This is an optimization exercise on Yosys and OpenROAD, whose aim is small area, a short achievable clock period and few clock cycles, not a production implementation.
In this exercise RTL edits were held to simulation tests only and were not proved equivalent to the original.

==> inputs of 08-25 <==
## md_sched
module md_sched #(
    parameter int unsigned MULT_CYCLES = 5,
    parameter int unsigned DIV_CYCLES  = 10
) (
    input  logic        clk,
    input  logic        reset,
    input  logic        start,
    input  logic [3:0]  md_op,
    input  logic [31:0] rs,
    input  logic [31:0] rt,
    input  logic        id_md_use,
    output logic        busy,
    output logic        stall,
    output logic [31:0] hi,
    output logic [31:0] lo
);
    localparam int K    = 8;            
    localparam int NCH  = (32 + K - 1) / K;
    localparam int CW   = (NCH >= 16) ? 5 : (NCH >= 8) ? 4 : (NCH >= 4) ? 3 : (NCH >= 2) ? 2 : 1;
    logic [31:0]   hi_q, lo_q, b_q;
    logic          bci_q;
    logic          hi_neg, lo_neg;
    logic          busy_q;
    logic [CW-1:0] cnt;
    logic op_mul_s, op_mul_u, op_div_s, op_div_u, op_mthi, op_mtlo;
    logic op_macc, macc_signed, macc_sub;
    always_comb begin
        op_mul_s    = 1'b0;
        op_mul_u    = 1'b0;
        op_div_s    = 1'b0;
        op_div_u    = 1'b0;
        op_mthi     = 1'b0;
        op_mtlo     = 1'b0;
  ...
==> module md_sched, before the edit <==
module md_sched #(
    parameter int unsigned MULT_CYCLES = 5,
    parameter int unsigned DIV_CYCLES  = 10
) (
    input  logic        clk,
    input  logic        reset,
    input  logic        start,
    input  logic [3:0]  md_op,
    input  logic [31:0] rs,
    input  logic [31:0] rt,
    input  logic        id_md_use,
    output logic        busy,
    output logic        stall,
    output logic [31:0] hi,
    output logic [31:0] lo
);
    localparam int K    = 8;            
    localparam int NCH  = (32 + K - 1) / K;
    localparam int CW   = (NCH >= 16) ? 5 : (NCH >= 8) ? 4 : (NCH >= 4) ? 3 : (NCH >= 2) ? 2 : 1;
    logic [31:0]   hi_q, lo_q, b_q;
    logic          bci_q;
    logic          hi_neg, lo_neg;
    logic          busy_q;
    logic [CW-1:0] cnt;
    logic op_mul_s, op_mul_u, op_div_s, op_div_u, op_mthi, op_mtlo;
    logic op_macc, macc_signed, macc_sub;
    always_comb begin
        op_mul_s    = 1'b0;
        op_mul_u    = 1'b0;
        op_div_s    = 1'b0;
        op_div_u    = 1'b0;
        op_mthi     = 1'b0;
        op_mtlo     = 1'b0;
        op_macc     = 1'b0;
        macc_signed = 1'b0;
        macc_sub    = 1'b0;
        case (md_op)
            4'd0: op_mul_s = 1'b1;
            4'd1: op_mul_u = 1'b1;
            4'd2: op_div_s = 1'b1;
            4'd3: op_div_u = 1'b1;
            4'd4: op_mthi  = 1'b1;
            4'd5: op_mtlo  = 1'b1;
            4'd6: begin op_macc = 1'b1; macc_signed = 1'b1; end
            4'd7: begin op_macc = 1'b1; end
            4'd8: begin op_macc = 1'b1; macc_signed = 1'b1; macc_sub = 1'b1; end
            4'd9: begin op_macc = 1'b1; macc_sub = 1'b1; end
            default: ;
        endcase
    end
    logic op_div, op_mul, mul_signed;
    assign op_div     = op_div_s | op_div_u;
    assign op_mul     = op_mul_s | op_mul_u | op_macc;
    assign mul_signed = op_mul_s | (op_macc & macc_signed);
    logic [31:0] hi_t, lo_t;
    md_neg u_hi_neg (.x(hi_q), .n(hi_neg), .y(hi_t));
    md_neg u_lo_neg (.x(lo_q), .n(lo_neg), .y(lo_t));
    logic [32:0] mx;
    logic [63:0] mres;
    assign mx = {mul_signed & rs[31], rs};
    md_mul u_mul (
        .x   (mx),
        .y   ({mul_signed & rt[31], rt}),
        .neg (op_macc & macc_sub),
        .acc (op_macc ? {hi_t, lo_t} : 64'd0),
        .p   (mres)
    );
    logic        a_neg, b_neg, div_zero, b_ci;
    logic [31:0] a_mag, b_y;
    assign a_neg    = op_div_s & rs[31];
    assign b_neg    = op_div_s & rt[31];
    assign a_mag    = a_neg ? -rs : rs;
    assign b_y      = rt ^ {32{~b_neg}};
    assign b_ci     = ~b_neg;
    assign div_zero = (rt == 32'd0);
    logic [NCH:0] lt;
    assign lt[NCH] = 1'b1;
    for (genvar c = 0; c < NCH; c++) begin : g_cmp
        localparam int W = 32 - K * c;
        logic [W:0] cy;
        assign cy[0] = b_ci;
        for (genvar i = 0; i < W; i++) begin : g_bit
            md_maj u_maj (.a(a_mag[i + K*c]), .b(b_y[i]), .c(cy[i]), .y(cy[i+1]));
        end
        if (c == 0) begin : g_full
            assign lt[c] = ~cy[W];
        end else begin : g_part
            assign lt[c] = ~(cy[W] & (&b_y[31:W]));
        end
    end
    logic [CW-1:0] nchunk;
    always_comb begin
        nchunk = CW'(NCH);
        for (int c = NCH - 1; c >= 0; c--)
            if (lt[c]) nchunk = CW'(c);
    end
    logic [31:0] rot, qmask, r_init, q_init;
    always_comb begin
        rot = a_mag;
        for (int s = 0; s < CW; s++)
            if (nchunk[s] && (K << s) < 32) rot = (rot >> (K << s)) | (rot << (32 - (K << s)));
        for (int i = 0; i < 32; i++)
            qmask[i] = (32 - i) <= K * int'(nchunk);
        r_init = rot & ~qmask;
        q_init = rot & qmask;
    end
    logic [31:0] r_step, q_step;
    md_div u_div (.r(hi_q), .q(lo_q), .y(b_q), .ci(bci_q), .r_o(r_step), .q_o(q_step));
    always_ff @(posedge clk or negedge reset) begin
        if (!reset) begin
            hi_q   <= '0;
            lo_q   <= '0;
            hi_neg <= 1'b0;
            lo_neg <= 1'b0;
            busy_q <= 1'b0;
            cnt    <= '0;
        end else if (busy_q) begin
            hi_q <= r_step;
            lo_q <= q_step;
            cnt  <= cnt - CW'(1);
            if (cnt == CW'(1)) busy_q <= 1'b0;
        end else if (start) begin
            if (op_mul) begin
                {hi_q, lo_q} <= mres;
                hi_neg <= 1'b0;
                lo_neg <= 1'b0;
            end else if (op_div & ~div_zero) begin
                hi_q   <= r_init;
                lo_q   <= q_init;
                hi_neg <= a_neg;
                lo_neg <= a_neg ^ b_neg;
                cnt    <= nchunk;
                busy_q <= (nchunk != '0);
            end else if (op_mthi) begin
                hi_q   <= rs;
                hi_neg <= 1'b0;
            end else if (op_mtlo) begin
                lo_q   <= rs;
                lo_neg <= 1'b0;
            end
        end
    end
    always_ff @(posedge clk) begin
        if (!busy_q && start && op_div) begin
            b_q   <= b_y;
            bci_q <= b_ci;
        end
    end
    assign busy  = busy_q;
    assign stall = id_md_use & (busy_q | (start & (op_mul | op_div)));
    assign hi    = hi_t;
    assign lo    = lo_t;
endmodule
==> module md_maj, before the edit <==
module md_maj (
    input  logic a,
    input  logic b,
    input  logic c,
    output logic y
);
    assign y = (a & b) | (a & c) | (b & c);
endmodule
export LEC_CHECK = 0
export CAP_MARGIN = 20
export CORE_MARGIN = 2
export CORE_UTILIZATION = 40
export SLEW_MARGIN = 20
export SYNTH_HIERARCHICAL = 1
export SYNTH_MINIMUM_KEEP_SIZE = 0
create_clock -name core_clock -period 110.0 [get_ports {clk}]
standard.sh (not shown) runs the stock make flow with config.mk's settings and CLKGATE_MAP_FILE= SYNTH_SCRIPT=/design/flow/synth_recipe.tcl, a recipe that flattens the netlist after the stock synthesis.
==> flow/flow/run.sh <==
#!/bin/bash
# The standard layout (standard.sh, unchanged synthesis and steps), except that the port
# buffers are buf_2 cells instead of the default delay-buffer cells.
set -o pipefail
export BUFFER_PORTS_ARGS="-buffer_cell sky130_fd_sc_hd__buf_2"
bash standard.sh > standard.log 2>&1
==> inputs of 07-10, as changes to 08-25 <==
--- a/flow/design.v
+++ b/flow/design.v
@@ -1,4 +1,4 @@
 module md_sched #(
-    parameter int unsigned MULT_CYCLES = 5,
-    parameter int unsigned DIV_CYCLES  = 10
+    parameter int unsigned MULT_CYCLES = 0,
+    parameter int unsigned DIV_STEPS   = 8
 ) (
@@ -16,3 +16,3 @@
 );
-    localparam int K    = 8;            
+    localparam int K    = DIV_STEPS;
     localparam int NCH  = (32 + K - 1) / K;
@@ -82,3 +82,3 @@
         for (genvar i = 0; i < W; i++) begin : g_bit
-            md_maj u_maj (.a(a_mag[i + K*c]), .b(b_y[i]), .c(cy[i]), .y(cy[i+1]));
+            assign cy[i+1] = (a_mag[i + K*c] & b_y[i]) | (a_mag[i + K*c] & cy[i]) | (b_y[i] & cy[i]);
         end
@@ -153,23 +153,2 @@
 endmodule
-module md_neg (
-    input  logic [31:0] x,
-    input  logic        n,
-    output logic [31:0] y
-);
-    logic [32:0] c;
-    logic [31:0] t;
-    assign c[0] = n;
-    for (genvar i = 0; i < 32; i++) begin : g_bit
-        assign t[i] = x[i] ^ n;
-        md_ha u_ha (.a(t[i]), .b(c[i]), .s(y[i]), .co(c[i+1]));
-    end
-endmodule
-module md_maj (
-    input  logic a,
-    input  logic b,
-    input  logic c,
-    output logic y
-);
-    assign y = (a & b) | (a & c) | (b & c);
-endmodule
 module md_div (
@@ -5176 +5155,14 @@
 endmodule
+module md_neg (
+    input  logic [31:0] x,
+    input  logic        n,
+    output logic [31:0] y
+);
+    logic [32:0] c;
+    logic [31:0] t;
+    assign c[0] = n;
+    for (genvar i = 0; i < 32; i++) begin : g_bit
+        assign t[i] = x[i] ^ n;
+        md_ha u_ha (.a(t[i]), .b(c[i]), .s(y[i]), .co(c[i+1]));
+    end
+endmodule
==> reports/metrics.json <==
{
  "global_route": {
    "grt_use_met1_pct": 41.2,
    "groute.layer.met3.usage_pct": 6.29
  },
  "sta": {
    "finalCriticalPeriod_ns": 45.07,
    "tightestPinTransition_ns": 1.18
  },
  "place": {
    "dp_hpwl_mm": 153
  },
  "route": {
    "met2_length_mm": 88.0
  },
  "finish": {
    "clock_tree_area_fraction_pct": 0.548,
    "regArea_mm2": 0.00274,
    "layout.cells.most_common": "xnor2_1"
  },
  "outcome": {
    "outcome": "finished clean"
  },
  "synthesis": {
    "synth.top_cells.by_count": "722 x xnor2_1, 691 x fa_1, 509 x a22oi_1"
  }
}
the above is filed under 07-10

==> reports/metrics.json <==
{
  "global_route": {
    "grt_use_met1_pct": 42.7
  },
  "finish": {
    "regArea_mm2": 0.00275,
    "clock_tree_area_fraction_pct": 0.600
  },
  "outcome": {
    "outcome": "finished clean"
  },
  "sta": {
    "finalCriticalPeriod_ns": 45.35,
    "report.final.hold_viol_count": 0,
    "tightestPinTransition_ns": 1.17
  },
  "place": {
    "dp_hpwl_mm": 158
  },
  "synthesis": {
    "synth.top_cells.by_count": "691 x fa_1, 685 x xnor2_1, 506 x a22oi_1"
  },
  "route": {
    "detail_route.iter0.violations": 5145
  }
}
the above is filed under 08-25

Testbench counts of 08-25, summed over its fixed seeds: cycles 4,057.
Testbench counts of 07-10, summed over its fixed seeds: cycles 4,057.

-- re-timing with driven ports --
How much do the figures lean on ideal ports? The routed layouts below were timed once more, with nothing changed but the port constraints.
Step 1 (the two cells are an assumption about what drives the block):
set clk [get_ports {clk}]
set_driving_cell -lib_cell sky130_fd_sc_hd__clkbuf_16 $clk
set_driving_cell -lib_cell sky130_fd_sc_hd__buf_2 [delete_from_list [all_inputs] $clk]
Step 2, shift: input delay + t, output delay - t, t = (earliest + latest rising clock arrival at the registers) / 2. This alone moves slack from input paths to output paths.
a / b / c = ideal ports / drivers / drivers and shift; a / b = the first two.
| run | shift t [ns] | slack for setup (ns) | hold slack, ns | worst register clock-pin slew, ns |
|---|---|---|---|---|
| 08-25 | 0.445 | 64.650 / 64.476 / 64.476 | 0.496 / 0.496 / 0.496 | 0.10 / 0.10 |
| 07-10 | 0.419 | 64.926 / 64.737 / 64.737 | 0.502 / 0.502 / 0.502 | 0.09 / 0.09 |
After both steps every run listed still meets setup and hold. The setup slack of 07-10, which loses most, moves by -0.189 ns with the drivers and by -0.189 ns with both steps.
